From an optimization exercise on the open Yosys and OpenROAD flow, aimed at small area and few clock cycles per item; shortcuts taken in it are not production practice.
Function was checked by simulation only, so behaviour that the tests miss may differ from the original.
Power and IR drop assume default switching activity.

## dep_layer_top
module dep_layer_top (
  input  logic         i_clk,
  input  logic         i_rst_n,
  input  logic         i_rule_wren,
  input  logic [31:0]  i_rule_addr,
  input  logic [31:0]  i_rule_wdata,
  input  logic         i_valid,
  output logic         o_ready,
  input  logic [207:0] i_beat,
  output logic         o_valid,
  input  logic         i_ready,
  output logic [207:0] o_beat
);
  localparam int RULE_NUM = 8;
  logic [RULE_NUM-1:0] rule_valid;
  logic [15:0]         rule_a0  [RULE_NUM];
  logic [15:0]         rule_a1  [RULE_NUM];
  logic [13:0]         rule_act [RULE_NUM];
  logic [2:0] wr_idx;
  logic       wr_act;
  assign wr_act = i_rule_addr[0];
  logic [13:0] act_enc;
  always_comb begin
    act_enc[13:11] = i_rule_wdata[30:28];
    act_enc[10]    = i_rule_wdata[27] || i_rule_wdata[21];
    act_enc[9:5]   = i_rule_wdata[27] ? i_rule_wdata[26:22] : i_rule_wdata[20:16];
    act_enc[4:0]   = i_rule_wdata[21] ? i_rule_wdata[20:16] : i_rule_wdata[26:22];
  end
  assign wr_idx = i_rule_addr[3:1];
  always_ff @(posedge i_clk) begin
    if (!i_rst_n) begin
      rule_valid <= '0;
    end else if (i_rule_wren && wr_act) begin
      rule_valid[wr_idx] <= i_rule_wdata[31];
    end
  end
  always_ff @(posedge i_clk) begin
    if (i_rule_wren) begin
  ...
==> module dep_layer_top, before the edit <==
module dep_layer_top (
  input  logic         i_clk,
  input  logic         i_rst_n,
  input  logic         i_rule_wren,
  input  logic [31:0]  i_rule_addr,
  input  logic [31:0]  i_rule_wdata,
  input  logic         i_valid,
  output logic         o_ready,
  input  logic [207:0] i_beat,
  output logic         o_valid,
  input  logic         i_ready,
  output logic [207:0] o_beat
);
  localparam int RULE_NUM = 8;
  logic [RULE_NUM-1:0] rule_valid;
  logic [15:0]         rule_a0  [RULE_NUM];
  logic [15:0]         rule_a1  [RULE_NUM];
  logic [13:0]         rule_act [RULE_NUM];
  logic [2:0] wr_idx;
  logic       wr_act;
  assign wr_act = i_rule_addr[0];
  logic [13:0] act_enc;
  always_comb begin
    act_enc[13:11] = i_rule_wdata[30:28];
    act_enc[10]    = i_rule_wdata[27] || i_rule_wdata[21];
    act_enc[9:5]   = i_rule_wdata[27] ? i_rule_wdata[26:22] : i_rule_wdata[20:16];
    act_enc[4:0]   = i_rule_wdata[21] ? i_rule_wdata[20:16] : i_rule_wdata[26:22];
  end
  assign wr_idx = i_rule_addr[3:1];
  always_ff @(posedge i_clk) begin
    if (!i_rst_n) begin
      rule_valid <= '0;
    end else if (i_rule_wren && wr_act) begin
      rule_valid[wr_idx] <= i_rule_wdata[31];
    end
  end
  always_ff @(posedge i_clk) begin
    if (i_rule_wren) begin
      if (wr_act) begin
        rule_act[wr_idx] <= act_enc;
      end else begin
        rule_a0[wr_idx] <= ~(i_rule_wdata[15:0] &  i_rule_wdata[31:16]);
        rule_a1[wr_idx] <= ~(i_rule_wdata[15:0] & ~i_rule_wdata[31:16]);
      end
    end
  end
  logic [2:0]          type_off;
  logic [15:0]         in_head [8];
  logic [15:0]         head [8];
  logic [15:0]         meta [4];
  logic [15:0]         type_field;
  logic [RULE_NUM-1:0] rule_match;
  logic [13:0]         hit_act;
  logic [13:0]         act;
  logic [207:0]        beat_q;
  assign type_off = i_beat[199:197];
  always_comb begin
    for (int k = 0; k < 8; k++) in_head[k] = i_beat[196 - 16*k -: 16];
    for (int k = 0; k < 8; k++) head[k] = beat_q[196 - 16*k -: 16];
    for (int k = 0; k < 4; k++) meta[k] = beat_q[68 - 16*k -: 16];
  end
  always_comb begin
    type_field = '0;
    for (int k = 0; k < 8; k++) begin
      if (type_off == 3'(k)) type_field = type_field | in_head[k];
    end
  end
  always_comb begin
    for (int i = 0; i < RULE_NUM; i++) begin
      rule_match[i] = rule_valid[i] &&
        (&((type_field & rule_a1[i]) | (~type_field & rule_a0[i])));
    end
  end
  always_comb begin
    logic [RULE_NUM-1:0] first;
    logic                seen;
    seen = 1'b0;
    for (int i = 0; i < RULE_NUM; i++) begin
      first[i] = rule_match[i] && !seen;
      seen     = seen || rule_match[i];
    end
    hit_act = '0;
    for (int i = 0; i < RULE_NUM; i++) begin
      hit_act = hit_act | ({14{first[i]}} & rule_act[i]);
    end
  end
  logic [2:0]  sh;
  logic        en1, en0;
  logic [2:0]  dst1, dst0;
  logic [15:0] m1, m0;
  logic [15:0] slot [8];
  assign sh   = act[13:11];
  assign en1  = act[10];
  assign dst1 = act[9:7];
  assign m1   = meta[act[6:5]];
  assign en0  = act[10];
  assign dst0 = act[4:2];
  assign m0   = meta[act[1:0]];
  logic [15:0] sh1 [8];
  logic [15:0] sh2 [8];
  logic [15:0] sh4 [8];
  always_comb begin
    for (int s = 0; s < 8; s++) begin
      sh1[s] = (sh[0] && s < 7) ? head[(s + 1) % 8] : head[s];
    end
    for (int s = 0; s < 8; s++) begin
      sh2[s] = (sh[1] && s < 6) ? sh1[(s + 2) % 8] : sh1[s];
    end
    for (int s = 0; s < 8; s++) begin
      sh4[s] = (sh[2] && s < 4) ? sh2[(s + 4) % 8] : sh2[s];
    end
  end
  always_comb begin
    for (int s = 0; s < 8; s++) begin
      logic r1, r0, keep;
      r1   = en1 && ({1'b0, dst1} == 4'(s) + {1'b0, sh});
      r0   = en0 && ({1'b0, dst0} == 4'(s) + {1'b0, sh}) && !r1;
      keep = !r1 && !r0 && (4'(s) + {1'b0, sh} < 4'd8);
      slot[s] = ({16{r1}} & m1) | ({16{r0}} & m0) | ({16{keep}} & sh4[s]);
    end
  end
  logic load;
  assign o_ready = !o_valid || i_ready;
  assign load    = i_valid && o_ready;
  always_ff @(posedge i_clk) begin
    if (!i_rst_n) begin
      o_valid <= 1'b0;
    end else if (o_ready) begin
      o_valid <= i_valid;
    end
  end
  always_ff @(posedge i_clk) begin
    if (load) begin
      beat_q <= i_beat;
      act    <= hit_act;
    end
  end
  always_comb begin
    o_beat = beat_q;
    for (int s = 0; s < 8; s++) o_beat[196 - 16*s -: 16] = slot[s];
  end
endmodule
clock: 10.0 ns
lec_check: 0
cap_margin: 20
core_margin: 2
core_utilization: 40
slew_margin: 20
standard.sh (not shown) runs the stock make flow with config.mk's settings and CLKGATE_MAP_FILE= SYNTH_SCRIPT=/design/flow/synth_recipe.tcl, a recipe that flattens the netlist after the stock synthesis.
==> flow/flow/run.sh <==
#!/bin/bash
# The standard layout (standard.sh) with these changes:
#  - synthesis maps the logic with an area-oriented ABC script (flow/abc.script)
#    in place of ORFS's speed script, without the full-adder extraction and
#    without buffers on pass-through wires; the rest of synthesis is unchanged
#  - port buffers use the smallest buffer cell
#  - CTS uses larger sink clusters, a clkbuf_16 root and no dummy loads
# Each tool's output goes to a log in this folder and to ORFS's own logs.
set -euo pipefail
rm -rf myscripts
cp -r "$FLOW_HOME/scripts" myscripts
cp flow/abc.script myscripts/abc_speed.script
export ADDER_MAP_FILE=
export SYNTH_INSBUF=0
SCRIPTS_DIR="$PWD/myscripts" bash standard.sh synth > synth_stage.log 2>&1
export BUFFER_PORTS_ARGS="-buffer_cell sky130_fd_sc_hd__buf_1"
export CTS_ARGS="-sink_clustering_enable -repair_clock_nets -dont_use_dummy_load -sink_clustering_size 25 -sink_clustering_max_diameter 80 -buf_list {sky130_fd_sc_hd__clkbuf_8 sky130_fd_sc_hd__clkbuf_16} -root_buf sky130_fd_sc_hd__clkbuf_16"
bash standard.sh > standard.log 2>&1
==> flow/flow/abc.script <==
strash
dch -f
amap -F 50 -A 30
topo
Testbench counts at the start, summed over its fixed seeds: cycles 4,808, items 4,800.
==> next run, changes <==
--- a/flow/design.v
+++ b/flow/design.v
@@ -14,21 +14,14 @@
 );
   localparam int RULE_NUM = 8;
   logic [RULE_NUM-1:0] rule_valid;
   logic [15:0]         rule_a0  [RULE_NUM];
   logic [15:0]         rule_a1  [RULE_NUM];
-  logic [13:0]         rule_act [RULE_NUM];
+  logic [14:0]         rule_act [RULE_NUM];
   logic [2:0] wr_idx;
   logic       wr_act;
   assign wr_act = i_rule_addr[0];
-  logic [13:0] act_enc;
-  always_comb begin
-    act_enc[13:11] = i_rule_wdata[30:28];
-    act_enc[10]    = i_rule_wdata[27] || i_rule_wdata[21];
-    act_enc[9:5]   = i_rule_wdata[27] ? i_rule_wdata[26:22] : i_rule_wdata[20:16];
-    act_enc[4:0]   = i_rule_wdata[21] ? i_rule_wdata[20:16] : i_rule_wdata[26:22];
-  end
   assign wr_idx = i_rule_addr[3:1];
   always_ff @(posedge i_clk) begin
     if (!i_rst_n) begin
       rule_valid <= '0;
     end else if (i_rule_wren && wr_act) begin
@@ -36,11 +29,11 @@
     end
   end
   always_ff @(posedge i_clk) begin
     if (i_rule_wren) begin
       if (wr_act) begin
-        rule_act[wr_idx] <= act_enc;
+        rule_act[wr_idx] <= i_rule_wdata[30:16];
       end else begin
         rule_a0[wr_idx] <= ~(i_rule_wdata[15:0] &  i_rule_wdata[31:16]);
         rule_a1[wr_idx] <= ~(i_rule_wdata[15:0] & ~i_rule_wdata[31:16]);
       end
     end
@@ -49,12 +42,12 @@
   logic [15:0]         in_head [8];
   logic [15:0]         head [8];
   logic [15:0]         meta [4];
   logic [15:0]         type_field;
   logic [RULE_NUM-1:0] rule_match;
-  logic [13:0]         hit_act;
-  logic [13:0]         act;
+  logic [14:0]         hit_act;
+  logic [14:0]         act;
   logic [207:0]        beat_q;
   assign type_off = i_beat[199:197];
   always_comb begin
     for (int k = 0; k < 8; k++) in_head[k] = i_beat[196 - 16*k -: 16];
     for (int k = 0; k < 8; k++) head[k] = beat_q[196 - 16*k -: 16];
@@ -80,23 +73,23 @@
       first[i] = rule_match[i] && !seen;
       seen     = seen || rule_match[i];
     end
     hit_act = '0;
     for (int i = 0; i < RULE_NUM; i++) begin
-      hit_act = hit_act | ({14{first[i]}} & rule_act[i]);
+      hit_act = hit_act | ({15{first[i]}} & rule_act[i]);
     end
   end
   logic [2:0]  sh;
   logic        en1, en0;
   logic [2:0]  dst1, dst0;
   logic [15:0] m1, m0;
   logic [15:0] slot [8];
-  assign sh   = act[13:11];
-  assign en1  = act[10];
-  assign dst1 = act[9:7];
-  assign m1   = meta[act[6:5]];
-  assign en0  = act[10];
+  assign sh   = act[14:12];
+  assign en1  = act[11];
+  assign dst1 = act[10:8];
+  assign m1   = meta[act[7:6]];
+  assign en0  = act[5];
   assign dst0 = act[4:2];
   assign m0   = meta[act[1:0]];
   logic [15:0] sh1 [8];
   logic [15:0] sh2 [8];
   logic [15:0] sh4 [8];
Final area came out higher slightly. Wire length barely changes. Hold slack gains 0.0030 ns. Cell count came out lower slightly. Setup slack gains 0.062 ns. Sequential power came out higher slightly. Via count hardly moves. Global-route usage came out lower by 0.28 points. Critical path depth came out lower by 2. Register-to-register slack gains 0.06 ns. Die area came out higher slightly.
Testbench counts after the change, summed over its fixed seeds: cycles 4,808, items 4,800.

port drivers added, routing unchanged:
How much do the figures lean on ideal ports? The routed layouts below were timed once more, with nothing changed but the port constraints.
Step 1 assumes that a clkbuf_16 drives the clock port and a buf_2 every other input.
Step 2, shift: input delay + t, output delay - t, t = (earliest + latest rising clock arrival at the registers) / 2. This alone moves slack from input paths to output paths.
Slacks: no drivers / after step 1 / after step 2; pairs: no drivers / after step 1.
| run | shift t [ns] | slack for setup (ns) | latest minus earliest clock arrival (ns) |
|---|---|---|---|
| the first run | 0.612 | 2.243 / 2.185 / 2.329 | 0.084 / 0.084 |
| the second run | 0.645 | 2.304 / 2.244 / 2.069 | 0.080 / 0.081 |
After both steps every run listed still meets setup and hold. For the second run, which loses most, drivers alone change the setup slack by -0.060 ns; drivers and shift together by -0.235 ns.
